This design comes from an exercise in tuning for small area, a short achievable clock period and few clock cycles per item on the open sky130 flow, not from production work. At most, simulation tests tie the RTL to the original design; equivalence was not proved. Power and IR drop assume default switching activity.

Design sorted_priority_queue_unit, start of the top module:
module sorted_priority_queue_unit (
    input  logic               i_clk,
    input  logic               i_rst_n,
    input  logic               i_in_valid,
    output logic               o_in_stall,
    input  logic               i_req_type,
    input  logic signed [31:0] i_value,
    output logic               o_out_valid,
    input  logic               i_out_stall,
    output logic [1:0]         o_status,
    output logic signed [31:0] o_removed_value,
    output logic signed [31:0] o_head_value,
    output logic               o_head_valid,
    output logic [4:0]         o_entry_count,
    output logic               o_is_full,
    output logic               o_is_empty
);
For scale: roughly 3100 cells after synthesis, about 110 I/O pins, about 39000 um2 of cells after synthesis.
make LEC_CHECK=0 ABC_CLOCK_PERIOD_IN_PS=2000 CAP_MARGIN=20 CORE_MARGIN=2 CORE_UTILIZATION=40 CTS_CLUSTER_DIAMETER=80 CTS_CLUSTER_SIZE=20 SETUP_SLACK_MARGIN=2.6 SLEW_MARGIN=20 SYNTH_HIERARCHICAL=1 finish   # period 5.0 ns
run.sh (not shown) runs the stock make flow with config.mk's settings and CLKGATE_MAP_FILE= SYNTH_SCRIPT=/design/flow/synth_recipe.tcl, a recipe that flattens the netlist after the stock synthesis.
Testbench counts at the start, summed over its fixed seeds: cycles 16,024, items 16,000.
Then changed:
CTS_CLUSTER_DIAMETER = default   (was 80)
CTS_CLUSTER_SIZE = default   (was 20)
SETUP_SLACK_MARGIN = 2.5   (was 2.6)
Outcome:
- The changed run finished with timing, DRC and antenna clean
- total power went up by about 16%
- utilization rose by 0.46 points
- via count barely changes
- routed wire length barely changes
- first-iteration DRC count is lower by about 13%
- sequential share of layout area goes down by 0.49 points
- combinational power falls by about 10%
- sequential power is higher by about 1%
Then changed:
CTS_CLUSTER_DIAMETER = 90   (was default)
CTS_CLUSTER_SIZE = 25   (was default)
SETUP_SLACK_MARGIN = 2.7   (was 2.5)
Outcome:
- synthesized cell count is unchanged
- area after synthesis stays the same
- combinational power climbs by about 20%
- flip-flop and latch count is unchanged
- utilization is about the same
- cell area hardly moves
- die area does not change
- via count climbs by 0.42%
- hold slack gets better by 0.017 ns
- critical path depth drops by 2
- power drops by 14%
Then changed:
CTS_CLUSTER_DIAMETER = default   (was 90)
CTS_CLUSTER_SIZE = default   (was 25)
Global-route usage went up by 0.24 points.
Count of clock-buffer cells in the layout went up by 59.
Total power rises by 18%.
Synthesized cell count stays the same.
Then changed:
CTS_CLUSTER_DIAMETER = 80   (was default)
CTS_CLUSTER_SIZE = 20   (was default)
The new run passed the timing, design-rule and antenna checks.
Cell area drops by 2.1%.
Sequential share of layout area rises by 0.98 points.
Via count is lower by about 1%.
Routed wire length hardly moves.
Core utilization decreases by 1.0 points.
Die area is unchanged.
Combinational power stays flat.
Synthesized area does not change.
Worst hold slack improves by 0.016 ns.
Then changed:
CORE_UTILIZATION = 55   (was 40)
After rerunning:
- non-clock buffer count climbs by 28
- routed wire length climbs by 0.79%
- cell area drops by 0.65%
- worst setup slack loses 0.049 ns
- combinational power climbs by about 7%
- sequential power hardly moves
- worst hold slack loses 0.011 ns
- critical path depth climbs by 1
- clock skew drops by 0.014 ns

========
Starting RTL as in the previous note.
Settings: LEC_CHECK=0, ABC_CLOCK_PERIOD_IN_PS=2000, CAP_MARGIN=20, CORE_MARGIN=2, CORE_UTILIZATION=40, CTS_CLUSTER_DIAMETER=100, CTS_CLUSTER_SIZE=30, SETUP_SLACK_MARGIN=2.7, SLEW_MARGIN=20, SYNTH_HIERARCHICAL=1; clock period 5.0 ns.
Testbench counts at the start, summed over its fixed seeds: cycles 16,024, items 16,000.
Next try:
- CTS_CLUSTER_DIAMETER: 100 -> 80
- CTS_CLUSTER_SIZE: 30 -> 20
- SETUP_SLACK_MARGIN: 2.7 -> 2.8
What happened: The changed run passed the timing, design-rule and antenna checks. Via count climbs by 3.6%. Final area climbs by 2.9%. Combinational power climbs by about 9%. Total power climbs by 4.0%. Setup slack got worse by 0.034 ns. Sequential share of layout area drops by 1.3 points.
Next try:
- CTS_CLUSTER_DIAMETER: 80 -> unset
- CTS_CLUSTER_SIZE: 20 -> unset
- SETUP_SLACK_MARGIN: 2.8 -> 2.9
Sequential cell count stays the same.
Final area rose by 7.0%.
Via count rose by 4.7%.

========
sorted_priority_queue_unit, a different RTL version from the one above (not shown whole).
Size in the first run: roughly 4200 cells after synthesis, ~110 I/O pins.
Settings: LEC_CHECK=0, ABC_CLOCK_PERIOD_IN_PS=2500, CAP_MARGIN=20, CORE_MARGIN=2, CORE_UTILIZATION=55, SETUP_SLACK_MARGIN=2.0, SLEW_MARGIN=20; clock period 5.0 ns.
Testbench counts at the start, summed over its fixed seeds: cycles 16,024, items 16,000.
Rerun with:
--- a/flow/config.mk
+++ b/flow/config.mk
@@ -7,7 +7,7 @@
 export LEC_CHECK = 0
-export ABC_CLOCK_PERIOD_IN_PS = 2500
+export ABC_CLOCK_PERIOD_IN_PS = 2000
 export CAP_MARGIN = 20
 export CORE_MARGIN = 2
-export CORE_UTILIZATION = 55
-export SETUP_SLACK_MARGIN = 2.0
+export CORE_UTILIZATION = 40
+export SETUP_SLACK_MARGIN = 2.5
 export SLEW_MARGIN = 20
=> Non-clock buffer count rose by 142. Synthesized area does not change. Die area rises by 37%. Routed wire length grows by 8.1%. Sequential power fell by about 0.6%.

========
## old
sorted_priority_queue_unit with an RTL version that a note above also has.
For scale: about 3100 cells after synthesis, ~720 flip-flops, roughly 110 I/O pins.
==> flow/config.mk <==
export PLATFORM = sky130hd
export DESIGN_NAME = sorted_priority_queue_unit
export DESIGN_NICKNAME = sorted_priority_queue_unit
export VERILOG_FILES = /design/flow/design.v
export SDC_FILE = /design/flow/constraint.sdc
export NUM_CORES = 4
export LEC_CHECK = 0
export ABC_CLOCK_PERIOD_IN_PS = 2000
export CAP_MARGIN = 20
export CORE_MARGIN = 2
export CORE_UTILIZATION = 40
export SETUP_SLACK_MARGIN = 2.7
export SLEW_MARGIN = 20
export SYNTH_HIERARCHICAL = 1
==> flow/constraint.sdc <==
create_clock -name core_clock -period 5.0 [get_ports {i_clk}]
set_input_delay 1.0000 -clock core_clock [delete_from_list [all_inputs] [get_ports {i_clk}]]
set_output_delay 1.0000 -clock core_clock [all_outputs]
set_load 0.01 [all_outputs]
standard.sh (not shown) runs the stock make flow with config.mk's settings and CLKGATE_MAP_FILE= SYNTH_SCRIPT=/design/flow/synth_recipe.tcl, a recipe that flattens the netlist after the stock synthesis.
==> flow/flow/run.sh <==
#!/bin/bash
# Own layout flow: the standard layout (standard.sh, unchanged synthesis,
# floorplan, power grid and routing) with two layout choices changed:
#  - the port buffers are sky130_fd_sc_hd__buf_4 instead of the delay cells
#    that buffer_ports picks by default (every port still gets a buffer);
#  - clock tree synthesis runs without dummy loads.
# The make output goes to flow_make.log; each ORFS step keeps its own log
# under orfs/logs/.
set -euo pipefail
cd "$(dirname "$0")/.."
export BUFFER_PORTS_ARGS="-buffer_cell sky130_fd_sc_hd__buf_4"
export CTS_ARGS="-sink_clustering_enable -repair_clock_nets -dont_use_dummy_load"
bash standard.sh > flow_make.log 2>&1
Testbench counts of old, summed over its fixed seeds: cycles 16,024, items 16,000.
Modified inputs, new compared to old
Settings: SETUP_SLACK_MARGIN changed from 2.7 to 2.3.
==> flow/run.sh (new file) <==
#!/bin/bash
# synth_recipe.tcl (not shown) runs the flow's synth.tcl, then flattens the netlist and writes it again
# the make line also repeats each setting of config.mk as NAME=value (left out here)
make -C /OpenROAD-flow-scripts/flow DESIGN_CONFIG=/design/flow/config.mk WORK_HOME=/design/flow/orfs CLKGATE_MAP_FILE= SYNTH_SCRIPT=/design/flow/synth_recipe.tcl finish
removed: flow/flow/run.sh
removed: flow/standard.sh
### Flow results
- Looking at multi-input gate area in the final layout, new sits about 3.4% lower than old does.
- Looking at slowest cell on the critical path, the sky130_fd_sc_hd__a2111oi_1 result is from old; the sky130_fd_sc_hd__edfxtp_1 one comes from new.
- old → new: number of inserted diodes flat, via count up 121, time the worst path needs with I/O delays and setup up 340 ps, clock share of power up 2.7 points.
- Against old, met2 layer wire length in the routed design in new rose by a few percent.
- Between new and old, the combinational fraction of design power is higher for old.
- Comparing smallest setup slack after layout for new and old, the bigger number came from old.
- Going from old to new, overall power consumption picked up an extra about 2.8%; utilization after layout went down by 1.8 points; cell area down 3.7%.

========
The RTL this note starts from:
==> flow/design.v <==
package spq_pkg;
    localparam int CAPACITY   = 16;
    localparam int DATA_W     = 32;
    localparam logic       REQ_INSERT = 1'b0;
    localparam logic       REQ_REMOVE = 1'b1;
    localparam logic [1:0] STAT_DONE  = 2'd0;
    localparam logic [1:0] STAT_FULL  = 2'd1;
    localparam logic [1:0] STAT_EMPTY = 2'd2;
endpackage
import spq_pkg::*;
module spq_ctrl (
    input  logic i_clk,
    input  logic i_rst_n,
    input  logic i_in_valid,
    output logic o_in_stall,
    input  logic i_out_stall,
    output logic o_out_valid,
    output logic o_a_load,      
    output logic o_a_from_b,    
    output logic o_b_load,      
    output logic o_s2_load,     
    output logic o_s2_valid,    
    output logic o_commit       
);
    logic r_va, r_vb, r_v2, r_ov;
    logic accept, commit, mv2;
    assign commit = r_v2 && (!r_ov || !i_out_stall);
    assign mv2    = r_va && (!r_v2 || commit);
    assign accept = i_in_valid && !r_vb;
    always_ff @(posedge i_clk) begin
        if (!i_rst_n) begin
            r_va <= 1'b0;
            r_vb <= 1'b0;
            r_v2 <= 1'b0;
            r_ov <= 1'b0;
        end else begin
            if (mv2 || !r_va) begin
                r_va <= r_vb || accept;
                r_vb <= 1'b0;
            end else begin
                r_vb <= r_vb || accept;
            end
            if (!r_v2 || commit) begin
                r_v2 <= r_va;
            end
            if (commit) begin
                r_ov <= 1'b1;
            end else if (!i_out_stall) begin
                r_ov <= 1'b0;
            end
        end
    end
    assign o_in_stall  = r_vb;
    assign o_out_valid = r_ov;
    assign o_a_load    = mv2 || !r_va;
    assign o_a_from_b  = r_vb;
    assign o_b_load    = !r_vb;
    assign o_s2_load   = !r_v2 || commit;
    assign o_s2_valid  = r_v2;
    assign o_commit    = commit;
endmodule
import spq_pkg::*;
module spq_datapath (
    input  logic                        i_clk,
    input  logic                        i_rst_n,
    input  logic                        i_req_type,
    input  logic signed [DATA_W-1:0]    i_value,
    input  logic                        i_a_load,
    input  logic                        i_a_from_b,
    input  logic                        i_b_load,
    input  logic                        i_s2_load,
    input  logic                        i_s2_valid,
    input  logic                        i_commit,
    output logic [1:0]                  o_status,
    output logic signed [DATA_W-1:0]    o_removed_value,
    output logic signed [DATA_W-1:0]    o_head_value,
    output logic                        o_head_valid,
    output logic [4:0]                  o_entry_count,
    output logic                        o_is_full,
    output logic                        o_is_empty
);
    logic                     r_ta, r_tb, r_t2;
    logic signed [DATA_W-1:0] r_xa, r_xb, r_x2;
    logic [CAPACITY-1:0]      r_g2;      
    logic signed [DATA_W-1:0] r_entry [CAPACITY];
    logic [CAPACITY-1:0]      r_val;     
    logic [1:0]               r_status;
    logic signed [DATA_W-1:0] r_removed;
    logic                     full, nonempty, ins_ok, rem_ok;
    function automatic logic ge_s(input logic [DATA_W-1:0] a, input logic [DATA_W-1:0] b);
        logic [DATA_W-1:0] g, e;
        logic [DATA_W-1:0] ua, ub;
        ua = {~a[DATA_W-1], a[DATA_W-2:0]};
        ub = {~b[DATA_W-1], b[DATA_W-2:0]};
        g = ua & ~ub;
        e = ~(ua ^ ub);
        for (int w = DATA_W / 2; w >= 1; w = w / 2) begin
            for (int j = 0; j < w; j++) begin
                g[j] = g[2*j+1] | (e[2*j+1] & g[2*j]);
                e[j] = e[2*j+1] & e[2*j];
            end
        end
        ge_s = g[0] | e[0];
    endfunction
    logic [CAPACITY-1:0]      av;
    logic                     b2;
    logic [CAPACITY-1:0]      cnew;
    assign full     = r_val[CAPACITY-1];
    assign nonempty = r_val[0];
    assign ins_ok   = i_s2_valid && (r_t2 == REQ_INSERT) && !full;
    assign rem_ok   = i_s2_valid && (r_t2 == REQ_REMOVE) && nonempty;
    always_ff @(posedge i_clk) begin
        if (i_b_load) begin
            r_tb <= i_req_type;
            r_xb <= i_value;
        end
        if (i_a_load) begin
            r_ta <= i_a_from_b ? r_tb : i_req_type;
            r_xa <= i_a_from_b ? r_xb : i_value;
        end
    end
    always_comb begin
        for (int k = 0; k < CAPACITY; k++) begin
            av[k] = r_val[k] && ge_s(r_entry[k], r_xa);
        end
        b2 = ge_s(r_x2, r_xa);
        for (int k = 0; k < CAPACITY; k++) begin
            if (ins_ok) begin
                if (r_g2[k]) begin
                    cnew[k] = av[k];
                end else if (k == 0) begin
                    cnew[k] = b2;
                end else if (r_g2[(k == 0) ? 0 : k - 1]) begin
                    cnew[k] = b2;
                end else begin
                    cnew[k] = av[(k == 0) ? 0 : k - 1];
                end
            end else if (rem_ok) begin
                cnew[k] = (k == CAPACITY - 1) ? 1'b0 : av[(k == CAPACITY - 1) ? k : k + 1];
            end else begin
                cnew[k] = av[k];
            end
        end
    end
    always_ff @(posedge i_clk) begin
        if (i_s2_load) begin
            r_t2 <= r_ta;
            r_x2 <= r_xa;
            r_g2 <= cnew;
        end
    end
    always_ff @(posedge i_clk) begin
        if (i_commit) begin
            for (int k = 0; k < CAPACITY; k++) begin
                if (ins_ok) begin
                    if (r_g2[k]) begin
                        r_entry[k] <= r_entry[k];
                    end else if (k == 0) begin
                        r_entry[k] <= r_x2;
                    end else if (r_g2[(k == 0) ? 0 : k - 1]) begin
                        r_entry[k] <= r_x2;
                    end else begin
                        r_entry[k] <= r_entry[(k == 0) ? 0 : k - 1];
                    end
                end else if (rem_ok && k < CAPACITY - 1) begin
                    r_entry[k] <= r_entry[(k == CAPACITY - 1) ? k : k + 1];
                end
            end
            if (r_t2 == REQ_INSERT) begin
                r_status <= full ? STAT_FULL : STAT_DONE;
            end else begin
                r_status <= nonempty ? STAT_DONE : STAT_EMPTY;
            end
            r_removed <= rem_ok ? r_entry[0] : '0;
        end
    end
    always_ff @(posedge i_clk) begin
        if (!i_rst_n) begin
            r_val <= '0;
        end else if (i_commit) begin
            if (ins_ok) begin
                r_val <= {r_val[CAPACITY-2:0], 1'b1};
            end else if (rem_ok) begin
                r_val <= {1'b0, r_val[CAPACITY-1:1]};
            end
        end
    end
    assign o_status        = r_status;
    assign o_removed_value = r_removed;
    assign o_head_valid    = r_val[0];
    assign o_head_value    = r_val[0] ? r_entry[0] : '0;
    assign o_is_full       = r_val[CAPACITY-1];
    assign o_is_empty      = !r_val[0];
    assign o_entry_count[4] = r_val[15];
    assign o_entry_count[3] = r_val[7] & ~r_val[15];
    assign o_entry_count[2] = (r_val[3] & ~r_val[7]) | (r_val[11] & ~r_val[15]);
    assign o_entry_count[1] = (r_val[1] & ~r_val[3]) | (r_val[5] & ~r_val[7])
                            | (r_val[9] & ~r_val[11]) | (r_val[13] & ~r_val[15]);
    assign o_entry_count[0] = (r_val[0] & ~r_val[1]) | (r_val[2] & ~r_val[3])
                            | (r_val[4] & ~r_val[5]) | (r_val[6] & ~r_val[7])
                            | (r_val[8] & ~r_val[9]) | (r_val[10] & ~r_val[11])
                            | (r_val[12] & ~r_val[13]) | (r_val[14] & ~r_val[15]);
endmodule
import spq_pkg::*;
module sorted_priority_queue_unit (
    input  logic               i_clk,
    input  logic               i_rst_n,
    input  logic               i_in_valid,
    output logic               o_in_stall,
    input  logic               i_req_type,
    input  logic signed [31:0] i_value,
    output logic               o_out_valid,
    input  logic               i_out_stall,
    output logic [1:0]         o_status,
    output logic signed [31:0] o_removed_value,
    output logic signed [31:0] o_head_value,
    output logic               o_head_valid,
    output logic [4:0]         o_entry_count,
    output logic               o_is_full,
    output logic               o_is_empty
);
    logic a_load, a_from_b, b_load, s2_load, s2_valid, commit;
    spq_ctrl u_ctrl (
        .i_clk       (i_clk),
        .i_rst_n     (i_rst_n),
        .i_in_valid  (i_in_valid),
        .o_in_stall  (o_in_stall),
        .i_out_stall (i_out_stall),
        .o_out_valid (o_out_valid),
        .o_a_load    (a_load),
        .o_a_from_b  (a_from_b),
        .o_b_load    (b_load),
        .o_s2_load   (s2_load),
        .o_s2_valid  (s2_valid),
        .o_commit    (commit)
    );
    spq_datapath u_datapath (
        .i_clk           (i_clk),
        .i_rst_n         (i_rst_n),
        .i_req_type      (i_req_type),
        .i_value         (i_value),
        .i_a_load        (a_load),
        .i_a_from_b      (a_from_b),
        .i_b_load        (b_load),
        .i_s2_load       (s2_load),
        .i_s2_valid      (s2_valid),
        .i_commit        (commit),
        .o_status        (o_status),
        .o_removed_value (o_removed_value),
        .o_head_value    (o_head_value),
        .o_head_valid    (o_head_valid),
        .o_entry_count   (o_entry_count),
        .o_is_full       (o_is_full),
        .o_is_empty      (o_is_empty)
    );
endmodule
Settings: LEC_CHECK=0, ABC_CLOCK_PERIOD_IN_PS=2000, CAP_MARGIN=20, CORE_MARGIN=2, CORE_UTILIZATION=40, SETUP_SLACK_MARGIN=2.5, SLEW_MARGIN=20; clock period 5.0 ns.
run.sh (not shown) runs the stock make flow with config.mk's settings and CLKGATE_MAP_FILE= SYNTH_SCRIPT=/design/flow/synth_recipe.tcl, a recipe that flattens the netlist after the stock synthesis.
Stock flow here: none of the scripts above is used.
The first run ran to the end with no violations.
Next try:
Settings changed: ABC_CLOCK_PERIOD_IN_PS 2000 to 1500, SETUP_SLACK_MARGIN 2.5 to 3.0.
Final cell count came out higher by 2.8%.
Hold slack gets better by 31 ps.
First-iteration DRC count came out higher by 24%.
Via count came out higher by 7.2%.
Design area came out higher by 6.2%.
Sequential cell count is unchanged.
Worst setup slack gets worse by 58 ps.
Function was not checked in any run of this note: the RTL went through the layout flow alone.

==> separate check: timing with driven ports <==
The results above use ideal ports. As a check the final layouts listed here were re-extracted and re-timed, cells and wires unchanged.
Step 1 sets driving cells, clkbuf_16 on the clock port and buf_2 on the other inputs (assumed; they add their load-dependent delay and slew).
Step 2 times the ports against the registers' clock, not the clock port: input delays grow and output delays shrink by t, the midpoint of the rising clock arrivals with the driver on.
Three values: ideal, step 1, step 2; two values: the first two.
run | t, ns | slack for setup (ns) | worst setup path after step 2 | worst register clock-pin slew, ns | pins driven straight from the clock port
the first run of note 1 | 0.683 | 2.610 / 2.596 / 2.038 | input to register | 0.09 / 0.09 | 1
the second run of note 1 | 0.708 | 2.514 / 2.514 / 1.923 | input to register | 0.07 / 0.07 | 1
the third run of note 1 | 0.679 | 2.659 / 2.648 / 2.116 | input to register | 0.11 / 0.11 | 1
the fourth run of note 1 | 0.702 | 2.711 / 2.662 / 2.065 | input to register | 0.06 / 0.06 | 1
the fifth run of note 1 | 0.708 | 2.714 / 2.659 / 2.081 | input to register | 0.10 / 0.10 | 1
the sixth run of note 1 | 0.689 | 2.665 / 2.653 / 2.158 | input to register | 0.09 / 0.09 | 1
the first run of note 2 | 0.668 | 2.658 / 2.654 / 2.136 | input to register | 0.12 / 0.12 | 1
the second run of note 2 | 0.700 | 2.625 / 2.673 / 1.973 | input to register | 0.09 / 0.09 | 1
the third run of note 2 | 0.701 | 2.612 / 2.612 / 2.289 | input to register | 0.07 / 0.07 | 1
the first run of note 3 | 0.704 | 2.050 / 2.027 / 1.686 | input to register | 0.06 / 0.06 | 1
the second run of note 3 | 0.702 | 2.410 / 2.410 / 1.960 | input to register | 0.07 / 0.07 | 1
old | 0.694 | 2.606 / 2.606 / 2.207 | input to register | 0.06 / 0.06 | 1
new | 0.704 | 2.261 / 2.261 / 1.626 | input to register | 0.07 / 0.07 | 1
the first run of note 5 | 0.700 | 2.034 / 2.034 / 1.950 | input to register | 0.07 / 0.07 | 1
the second run of note 5 | 0.718 | 1.976 / 1.976 / 1.976 | register to register | 0.07 / 0.07 | 1
After both steps setup and hold are still met in every run listed. The setup slack of the second run of note 2, which loses most, moves by +0.048 ns with the drivers and by -0.652 ns with both steps.
